What follows belongs to an exercise in optimizing a design on an open flow for small area, a short achievable clock period and few clock cycles per item; a production flow would make more cautious choices. RTL that was checked went through simulation tests only; none was proved equivalent to the original. Power and IR drop assume default switching activity.

## run 1
==> flow/design.v (excerpt) <==
module line_follow_steering_core (
   input  logic        clock,
   input  logic        reset,
   input  logic        req_valid,
   output logic        req_stall,
   input  logic [22:0] req_word,
   output logic        rsp_valid,
   input  logic        rsp_stall,
   output logic [17:0] rsp_word,
   input  logic        csr_write_en,
   input  logic [2:0]  csr_index,
   input  logic [15:0] csr_data
);
export LEC_CHECK = 0
export CAP_MARGIN = 20
export CORE_MARGIN = 2
export CORE_UTILIZATION = 40
export CTS_BUF_LIST = sky130_fd_sc_hd__clkbuf_8
export CTS_CLUSTER_SIZE = 40
export PLACE_DENSITY = 0.75
export SLEW_MARGIN = 20
export SYNTH_HIERARCHICAL = 1
create_clock -name core_clock -period 11.0 [get_ports {clock}]
standard.sh (not shown) runs the stock make flow with config.mk's settings and CLKGATE_MAP_FILE= SYNTH_SCRIPT=/design/flow/synth_recipe.tcl, a recipe that flattens the netlist after the stock synthesis.
==> flow/flow/run.sh <==
#!/bin/bash
set -euo pipefail
MARGIN=$(cat flow/margin.txt)
bash standard.sh SETUP_SLACK_MARGIN="$MARGIN" TNS_END_PERCENT=100 REMOVE_ABC_BUFFERS=1 \
  BUFFER_PORTS_ARGS="-buffer_cell sky130_fd_sc_hd__buf_1" finish > flow_make.log 2>&1
==> flow/flow/margin.txt <==
6.8
In summary, run 1 completed successfully, with a layout that passed the timing, DRC and antenna checks.
Testbench counts of run 1, summed over its fixed seeds: cycles 19,776, items 19,200.
### run 1 -> run 2
--- a/flow/config.mk
+++ b/flow/config.mk
@@ -10 +10 @@
-export CORE_UTILIZATION = 40
+export CORE_UTILIZATION = 55
@@ -13 +13 @@
-export PLACE_DENSITY = 0.75
+export PLACE_DENSITY = 0.7
## What came out
Between run 1 and run 2, the flow reports power decreasing slightly.
Comparing run 2 with run 1, the flip-flop and latch area came out essentially unchanged.
Run 2: full flow OK, the timing, DRC and antenna checks passed
Setup slack: run 2 more than run 1
#### Input delta (run 3 over run 2)
==> flow/flow/margin.txt <==
7.2
The share of power burned in combinational logic in run 3 was higher than what run 2 gave.
Comparing the two runs side by side, run 3 comes out behind run 2 on clock network power.
As of run 3, amount of wire on met3 after detailed routing had risen by more than 10% compared to run 2.
Min routed wire length on met2 across run 2 and run 3: run 2
Delta (run 3 minus run 2): total power rose 13%, number of global-route vias before repair rose 802.

line_follow_steering_core, a different RTL version from the one above (not shown whole).
Size: ~2,200 cells after synthesis, roughly 21,000 um2 of cells after synthesis.
// line_follow_steering_core
module line_follow_steering_core (
   input  logic        clock,
   input  logic        reset,
   input  logic        req_valid,
   output logic        req_stall,
   input  logic [22:0] req_word,
   output logic        rsp_valid,
   input  logic        rsp_stall,
   output logic [17:0] rsp_word,
   input  logic        csr_write_en,
   input  logic [2:0]  csr_index,
   input  logic [15:0] csr_data
);
Settings: LEC_CHECK=0, CAP_MARGIN=20, CORE_MARGIN=2, CORE_UTILIZATION=40, SLEW_MARGIN=20, SYNTH_HIERARCHICAL=1; clock period 11.0 ns.
==> flow/flow/run.sh <==
#!/bin/bash
set -euo pipefail
MARGIN=$(cat flow/margin.txt)
bash standard.sh SETUP_SLACK_MARGIN="$MARGIN" TNS_END_PERCENT=100 \
  BUFFER_PORTS_ARGS="-buffer_cell sky130_fd_sc_hd__buf_2" finish > flow_make.log 2>&1
==> flow/flow/margin.txt <==
6
Then changed:
==> flow/flow/margin.txt (replaced) <==
7
After rerunning: Setup slack improved by 0.72 ns. Wire length came out higher by about 6%. Fmax came out higher by about 18%. Global-route usage increases by 0.35 points. Die area does not change.
No functional check of the RTL was part of any run of this note.

## red
line_follow_steering_core with an RTL version that a note above also has.
For scale: roughly 67 I/O pins, about 21000 sq um of cells after synthesis.
==> flow/config.mk <==
export PLATFORM = sky130hd
export DESIGN_NAME = line_follow_steering_core
export DESIGN_NICKNAME = line_follow_steering_core
export VERILOG_FILES = /design/flow/design.v
export SDC_FILE = /design/flow/constraint.sdc
export NUM_CORES = 4
export LEC_CHECK = 0
export CAP_MARGIN = 20
export CORE_MARGIN = 2
export CORE_UTILIZATION = 40
export CTS_BUF_LIST = sky130_fd_sc_hd__clkbuf_8
export CTS_CLUSTER_SIZE = 40
export SLEW_MARGIN = 20
export SYNTH_HIERARCHICAL = 1
==> flow/constraint.sdc <==
create_clock -name core_clock -period 11.0 [get_ports {clock}]
set_input_delay 2.2000 -clock core_clock [delete_from_list [all_inputs] [get_ports {clock}]]
set_output_delay 2.2000 -clock core_clock [all_outputs]
set_load 0.01 [all_outputs]
==> flow/flow/run.sh <==
#!/bin/bash
set -euo pipefail
MARGIN=$(cat flow/margin.txt)
bash standard.sh SETUP_SLACK_MARGIN="$MARGIN" TNS_END_PERCENT=100 REMOVE_ABC_BUFFERS=1 \
  BUFFER_PORTS_ARGS="-buffer_cell sky130_fd_sc_hd__buf_1" finish > flow_make.log 2>&1
==> flow/flow/margin.txt <==
6.8
Testbench counts of red, summed over its fixed seeds: cycles 19,776, items 19,200.
The following lists how purple was set up differently from red:
==> flow/flow/margin.txt <==
7.0
Notes after the runs:
- Relative to red, the wire length of purple is higher by about 3%.
- Across both runs, internal power was higher for purple than for red.
- The total power draw in purple is 1.08 times that in red.
- Final area, red and purple, higher one = purple.
- Against red as the reference, purple delivers a higher post-CTS setup buffer count.
- met2 global-route usage on purple is up relative to red.
- Of red and purple, red shows the lower buffer share of cell area, with purple above it.
- The fraction of met1 tracks used by global routing number comes out lower for red vs purple.
- Number of cells on the critical path for purple is higher than for red.
- red has a lower register clock-pin slew on the reported worst setup and hold paths than purple.

line_follow_steering_core with an RTL version that a note above also has.
==> flow/config.mk <==
export PLATFORM = sky130hd
export DESIGN_NAME = line_follow_steering_core
export DESIGN_NICKNAME = line_follow_steering_core
export VERILOG_FILES = /design/flow/design.v
export SDC_FILE = /design/flow/constraint.sdc
export NUM_CORES = 4
export LEC_CHECK = 0
export CAP_MARGIN = 20
export CORE_MARGIN = 2
export CORE_UTILIZATION = 40
export SLEW_MARGIN = 20
export SYNTH_HIERARCHICAL = 1
==> flow/constraint.sdc <==
create_clock -name core_clock -period 11.0 [get_ports {clock}]
set_input_delay 2.2000 -clock core_clock [delete_from_list [all_inputs] [get_ports {clock}]]
set_output_delay 2.2000 -clock core_clock [all_outputs]
set_load 0.01 [all_outputs]
==> flow/flow/run.sh <==
#!/bin/bash
set -euo pipefail
MARGIN=$(cat flow/margin.txt)
bash standard.sh SETUP_SLACK_MARGIN="$MARGIN" TNS_END_PERCENT=100 \
  BUFFER_PORTS_ARGS="-buffer_cell sky130_fd_sc_hd__buf_2" finish > flow_make.log 2>&1
==> flow/flow/margin.txt <==
6.5
Rerun with:
==> flow/flow/run.sh (replaced) <==
#!/bin/bash
set -euo pipefail
MARGIN=$(cat flow/margin.txt)
bash standard.sh SETUP_SLACK_MARGIN="$MARGIN" TNS_END_PERCENT=100 REMOVE_ABC_BUFFERS=1 \
  BUFFER_PORTS_ARGS="-buffer_cell sky130_fd_sc_hd__buf_1" finish > flow_make.log 2>&1
- CTS_BUF_LIST: unset -> sky130_fd_sc_hd__clkbuf_8
- CTS_CLUSTER_SIZE: unset -> 40
Routed wire length drops by 5.1%.
Synthesized cell count stays the same.
Via count drops by about 1.1%.
No functional check of the RTL was part of any run of this note.

[re-timing with driven ports]
No port has a modelled driver above. Below, the same layouts with a new extraction and two added sets of constraints. Step 1 (the two cells are an assumption about what drives the block):
set clk [get_ports {clock}]
set_driving_cell -lib_cell sky130_fd_sc_hd__clkbuf_16 $clk
set_driving_cell -lib_cell sky130_fd_sc_hd__buf_2 [delete_from_list [all_inputs] $clk]
Step 2 times the ports against the registers' clock, not the clock port: input delays grow and output delays shrink by t, the midpoint of the rising clock arrivals with the driver on. Three values: no drivers, after step 1, after step 2; two values: the first two.
run	t (ns)	setup slack, ns	worst register clock-pin slew, ns
run 1	0.548	6.787 / 6.787 / 6.409	0.12 / 0.12
run 2	0.548	6.897 / 6.897 / 6.408	0.12 / 0.12
run 3	0.558	7.006 / 7.006 / 6.573	0.11 / 0.11
the first run of note 2	0.510	6.274 / 6.274 / 6.274	0.08 / 0.08
the second run of note 2	0.510	6.994 / 6.994 / 6.569	0.08 / 0.08
red	0.581	6.840 / 6.840 / 6.385	0.11 / 0.11
purple	0.570	6.976 / 6.976 / 6.571	0.12 / 0.12
the first run of note 4	0.521	6.607 / 6.607 / 6.345	0.08 / 0.08
the second run of note 4	0.562	6.634 / 6.634 / 6.234	0.11 / 0.11
After both steps every run listed still meets setup and hold. For run 2, which loses most, drivers alone change the setup slack by 0.000 ns; drivers and shift together by -0.489 ns.
